This is an optimization exercise on Yosys and OpenROAD, whose aim is small area and a short achievable clock period, not a production implementation.
Where RTL was checked, it was by simulation tests only, not by an equivalence proof against the original.
Power figures rest on the tool's default switching activity, not on a simulated workload.

==> module spawn_shaper, before the edit <==
module spawn_shaper (
    input  spawn_pkg::spawn_rand_u                  rand_word,
    input  logic [7:0]                              height_rem,  
    output logic [5:0]                              width_rem,   
    output logic [playfield_pkg::y_bits-1:0]        top,
    output logic [playfield_pkg::y_bits-1:0]        bottom,
    output logic [5:0]                              wait_steps   
);
    logic [7:0] b0, b2, b3;
    logic [6:0] t0;      
    logic [7:0] t2;      
    logic [5:0] m0;      
    logic [7:0] m1;      
    logic [6:0] m2;      
    logic [5:0] eo;      
    logic [1:0] zone;
    assign b0 = rand_word.byte_view.width;
    assign b2 = rand_word.byte_view.gap;
    assign b3 = rand_word.byte_view.placement;
    assign zone = rand_word.edge_view.zone;
    assign t0 = 7'(b0[5:0]) + 7'(3 * b0[7:6]);
    assign t2 = 8'(b2[6:0]) + (b2[7] ? 8'd27 : 8'd0);
    assign m0 = (t0 >= 7'd61) ? 6'(t0 - 7'd61) : 6'(t0);
    assign m1 = height_rem;
    assign m2 = (t2 >= 8'd101) ? 7'(t2 - 8'd101) : 7'(t2);
    assign eo = (b3[5:0] >= 6'd60) ? b3[5:0] - 6'd60 : b3[5:0];
    assign width_rem  = m0;
    assign wait_steps = 6'd20 + 6'((m2 + 7'd3) >> 2);
    logic [7:0] v;
    logic [8:0] a;
    assign v = zone[1] ? b3 : {2'b00, eo};
    assign a = 9'(m1) + 9'(v);
    always_comb begin
        if (zone == spawn_pkg::zone_lower) begin
            top    = 9'd440 - a;
            bottom = 9'd460 - 9'(v);
        end else begin
            top    = 9'd20 + 9'(v);
            bottom = 9'd40 + a;
        end
    end
endmodule
==> module obstacle_slots, before the edit <==
module obstacle_slots #(
    parameter int NUM_OBSTACLES = 10
) (
    input  logic                                                   clk,
    input  logic                                                   rst_n,
    input  logic                                                   clear,
    input  logic                                                   advance,
    input  logic [NUM_OBSTACLES-1:0]                               pick,
    input  logic [1:0]                                             right_lo,
    input  logic [7:0]                                             right_hi,
    input  logic [playfield_pkg::y_bits-1:0]                       top,
    input  logic [playfield_pkg::y_bits-1:0]                       bottom,
    output logic [NUM_OBSTACLES-1:0]                               active,
    output logic                                                   retire,
    output logic [NUM_OBSTACLES-1:0][playfield_pkg::x_bits-1:0]    box_left,
    output logic [NUM_OBSTACLES-1:0][playfield_pkg::x_bits-1:0]    box_right,
    output logic [NUM_OBSTACLES-1:0][playfield_pkg::y_bits-1:0]    box_top,
    output logic [NUM_OBSTACLES-1:0][playfield_pkg::y_bits-1:0]    box_bottom
);
    localparam int y_w = playfield_pkg::y_bits;
    logic [NUM_OBSTACLES-1:0] visible;
    logic [NUM_OBSTACLES-1:0] at_zero;
    logic [7:0]               left_n  [NUM_OBSTACLES];
    logic [7:0]               right_n [NUM_OBSTACLES];
    logic [1:0]               rlo_n   [NUM_OBSTACLES];
    logic [y_w-1:0]           top_n   [NUM_OBSTACLES];
    logic [y_w-1:0]           bot_n   [NUM_OBSTACLES];
    always_comb begin
        for (int i = 0; i < NUM_OBSTACLES; i++) begin
            at_zero[i] = (left_n[i] == 8'hff);
        end
    end
    assign retire = |(active & at_zero);
    always_ff @(posedge clk or negedge rst_n) begin
        if (!rst_n) begin
            active  <= '0;
            visible <= '0;
        end else if (clear) begin
            active  <= '0;
            visible <= '0;
        end else if (advance) begin
            active  <= pick | (active & ~at_zero);
            visible <= active & ~at_zero;
        end
    end
    always_ff @(posedge clk) begin
        for (int i = 0; i < NUM_OBSTACLES; i++) begin
            if (advance) begin
                left_n[i]  <= pick[i] ? ~8'd160   : left_n[i] + 8'd1;
                right_n[i] <= pick[i] ? ~right_hi : right_n[i] + 8'd1;
            end
            if (pick[i]) begin
                rlo_n[i] <= ~right_lo;
                top_n[i] <= ~top;
                bot_n[i] <= ~bottom;
            end
        end
    end
    function automatic logic [9:0] show(input logic [9:0] edge_n, input logic [9:0] sentinel,
                                        input logic vis);
        for (int b = 0; b < 10; b++) begin
            show[b] = sentinel[b] ? ~(vis & edge_n[b]) : (vis & ~edge_n[b]);
        end
    endfunction
    always_comb begin
        for (int i = 0; i < NUM_OBSTACLES; i++) begin
            box_left[i]   = show({left_n[i], 2'b11}, 10'(playfield_pkg::x_offscreen),
                                 visible[i]);
            box_right[i]  = show({right_n[i], rlo_n[i]}, 10'(playfield_pkg::x_offscreen),
                                 visible[i]);
            box_top[i]    = y_w'(show(10'(top_n[i]), 10'(playfield_pkg::y_offscreen),
                                      visible[i]));
            box_bottom[i] = y_w'(show(10'(bot_n[i]), 10'(playfield_pkg::y_offscreen),
                                      visible[i]));
        end
    end
endmodule
export LEC_CHECK = 0
export CAP_MARGIN = 20
export CORE_MARGIN = 2
export CORE_UTILIZATION = 60
export CTS_BUF_LIST = sky130_fd_sc_hd__clkbuf_16
export CTS_CLUSTER_DIAMETER = 80
export CTS_CLUSTER_SIZE = 30
export SLEW_MARGIN = 20
create_clock -name core_clock -period 13.0 [get_ports {clk}]
standard.sh (not shown) runs the stock make flow with config.mk's settings and CLKGATE_MAP_FILE= SYNTH_SCRIPT=/design/flow/synth_recipe.tcl, a recipe that flattens the netlist after the stock synthesis.
==> flow/flow/run.sh <==
#!/bin/bash
# Standard layout, with the smallest buffer on every port, timing repair
# aiming at a shorter period than the constraint asks, and the tie cells of
# the constant outputs paired (one conb_1 drives a HI and a LO port).
set -euo pipefail
export BUFFER_PORTS_ARGS="-buffer_cell sky130_fd_sc_hd__buf_1"
export SETUP_SLACK_MARGIN=8.8
results="$PWD/orfs/results/sky130hd/obstacle_field/base"
bash standard.sh "$results/3_3_place_gp.odb" > standard_place.log 2>&1
TIE_ODB="$results/3_3_place_gp.odb" openroad -no_init -no_splash -exit flow/merge_ties.tcl > merge_ties.log 2>&1
bash standard.sh > standard.log 2>&1
==> flow/flow/merge_ties.tcl <==
# Pair the tie cells that each drive one constant output port: one conb_1 has
# both a HI and a LO pin, so each LO tie cell's port moves to the LO pin of the
# nearest HI tie cell, and the emptied cell is removed.
set odb_file $::env(TIE_ODB)
read_db $odb_file
set block [ord::get_db_block]

proc port_xy {net} {
  set bt [lindex [$net getBTerms] 0]
  set bb [$bt getBBox]
  return [list [expr {([$bb xMin] + [$bb xMax]) / 2}] [expr {([$bb yMin] + [$bb yMax]) / 2}]]
}

set his {}
set los {}
foreach inst [$block getInsts] {
  if {[[$inst getMaster] getName] ne "sky130_fd_sc_hd__conb_1"} { continue }
  set hnet [[$inst findITerm HI] getNet]
  set lnet [[$inst findITerm LO] getNet]
  if {$hnet ne "NULL" && $lnet eq "NULL" && [llength [$hnet getBTerms]] == 1 && [llength [$hnet getITerms]] == 1} {
    lappend his [list $inst [port_xy $hnet]]
  } elseif {$lnet ne "NULL" && $hnet eq "NULL" && [llength [$lnet getBTerms]] == 1 && [llength [$lnet getITerms]] == 1} {
    lappend los [list $inst [port_xy $lnet]]
  }
}
puts "tie cells: [llength $his] HI, [llength $los] LO"

set merged 0
foreach lo $los {
  lassign $lo linst lxy
  set best -1
  set bestd 0
  set i 0
  foreach hi $his {
    lassign $hi hinst hxy
    set d [expr {abs([lindex $hxy 0] - [lindex $lxy 0]) + abs([lindex $hxy 1] - [lindex $lxy 1])}]
    if {$best < 0 || $d < $bestd} { set best $i; set bestd $d }
    incr i
  }
  if {$best < 0} { break }
  set hinst [lindex [lindex $his $best] 0]
  set his [lreplace $his $best $best]
  set it [$linst findITerm LO]
  set net [$it getNet]
  $it disconnect
  [$hinst findITerm LO] connect $net
  odb::dbInst_destroy $linst
  incr merged
  puts "merged [$net getName] at distance [expr {$bestd / 1000.0}] um"
}
puts "merged $merged tie cells"
write_db $odb_file
Edit:
--- a/flow/design.v
+++ b/flow/design.v
@@ -91,30 +91,47 @@
     output logic [playfield_pkg::y_bits-1:0]        top,
     output logic [playfield_pkg::y_bits-1:0]        bottom,
     output logic [5:0]                              wait_steps   
 );
     logic [7:0] b0, b2, b3;
     logic [6:0] t0;      
-    logic [7:0] t2;      
     logic [5:0] m0;      
     logic [7:0] m1;      
-    logic [6:0] m2;      
     logic [5:0] eo;      
     logic [1:0] zone;
     assign b0 = rand_word.byte_view.width;
     assign b2 = rand_word.byte_view.gap;
     assign b3 = rand_word.byte_view.placement;
     assign zone = rand_word.edge_view.zone;
     assign t0 = 7'(b0[5:0]) + 7'(3 * b0[7:6]);
-    assign t2 = 8'(b2[6:0]) + (b2[7] ? 8'd27 : 8'd0);
     assign m0 = (t0 >= 7'd61) ? 6'(t0 - 7'd61) : 6'(t0);
     assign m1 = height_rem;
-    assign m2 = (t2 >= 8'd101) ? 7'(t2 - 8'd101) : 7'(t2);
     assign eo = (b3[5:0] >= 6'd60) ? b3[5:0] - 6'd60 : b3[5:0];
     assign width_rem  = m0;
-    assign wait_steps = 6'd20 + 6'((m2 + 7'd3) >> 2);
+    logic [5:0] gh;
+    logic [1:0] gl;
+    logic       q1, q2;
+    logic [5:0] gk;
+    logic       gc;
+    assign gh = b2[7:2];
+    assign gl = b2[1:0];
+    assign q1 = (gh > 6'd25) || (gh == 6'd25 && gl != 2'd0);    
+    assign q2 = (gh > 6'd50) || (gh == 6'd50 && gl[1]);        
+    always_comb begin
+        if (q2) begin
+            gk = 6'd34;      
+            gc = (gl == 2'd3);
+        end else if (q1) begin
+            gk = 6'd59;      
+            gc = gl[1];
+        end else begin
+            gk = 6'd20;
+            gc = (gl != 2'd0);
+        end
+    end
+    assign wait_steps = gh + gk + 6'(gc);
     logic [7:0] v;
     logic [8:0] a;
     assign v = zone[1] ? b3 : {2'b00, eo};
     assign a = 9'(m1) + 9'(v);
     always_comb begin
         if (zone == spawn_pkg::zone_lower) begin
@@ -172,13 +189,13 @@
             active  <= pick | (active & ~at_zero);
             visible <= active & ~at_zero;
         end
     end
     always_ff @(posedge clk) begin
         for (int i = 0; i < NUM_OBSTACLES; i++) begin
-            if (advance) begin
+            if (advance && (active[i] || pick[i])) begin
                 left_n[i]  <= pick[i] ? ~8'd160   : left_n[i] + 8'd1;
                 right_n[i] <= pick[i] ? ~right_hi : right_n[i] + 8'd1;
             end
             if (pick[i]) begin
                 rlo_n[i] <= ~right_lo;
                 top_n[i] <= ~top;
Outcome: The new run finished with timing, DRC and antenna clean; die area shrinks by 1.7%; final area came out lower by 2.3%; synthesized area drops by 1.7%; non-clock buffer count decreases by 7; sequential power fell by about 5%; fmax goes up by 1.0%; global-route usage barely changes; total power is lower by 7.8%.
The RTL of the second run of this note was laid out without a check of its function.

port drivers added, routing unchanged:
No port has a modelled driver above. Below, the same layouts with a new extraction and two added sets of constraints.
Step 1 assumes that a clkbuf_16 drives the clock port and a buf_2 every other input.
Step 2 times the ports against the registers' clock, not the clock port: input delays grow and output delays shrink by t, the midpoint of the rising clock arrivals with the driver on.
Slacks: no drivers / after step 1 / after step 2; pairs: no drivers / after step 1.
run | t, ns | setup slack, ns | worst hold slack (ns) | latest minus earliest clock arrival (ns) | worst register clock-pin slew, ns
the first run | 0.567 | 8.796 / 8.744 / 8.512 | 0.364 / 0.364 / 0.364 | 0.025 / 0.024 | 0.12 / 0.12
the second run | 0.575 | 8.839 / 8.789 / 8.281 | 0.368 / 0.368 / 0.368 | 0.032 / 0.032 | 0.12 / 0.12
After both steps setup and hold are still met in every run listed. The setup slack of the second run, which loses most, moves by -0.050 ns with the drivers and by -0.558 ns with both steps.
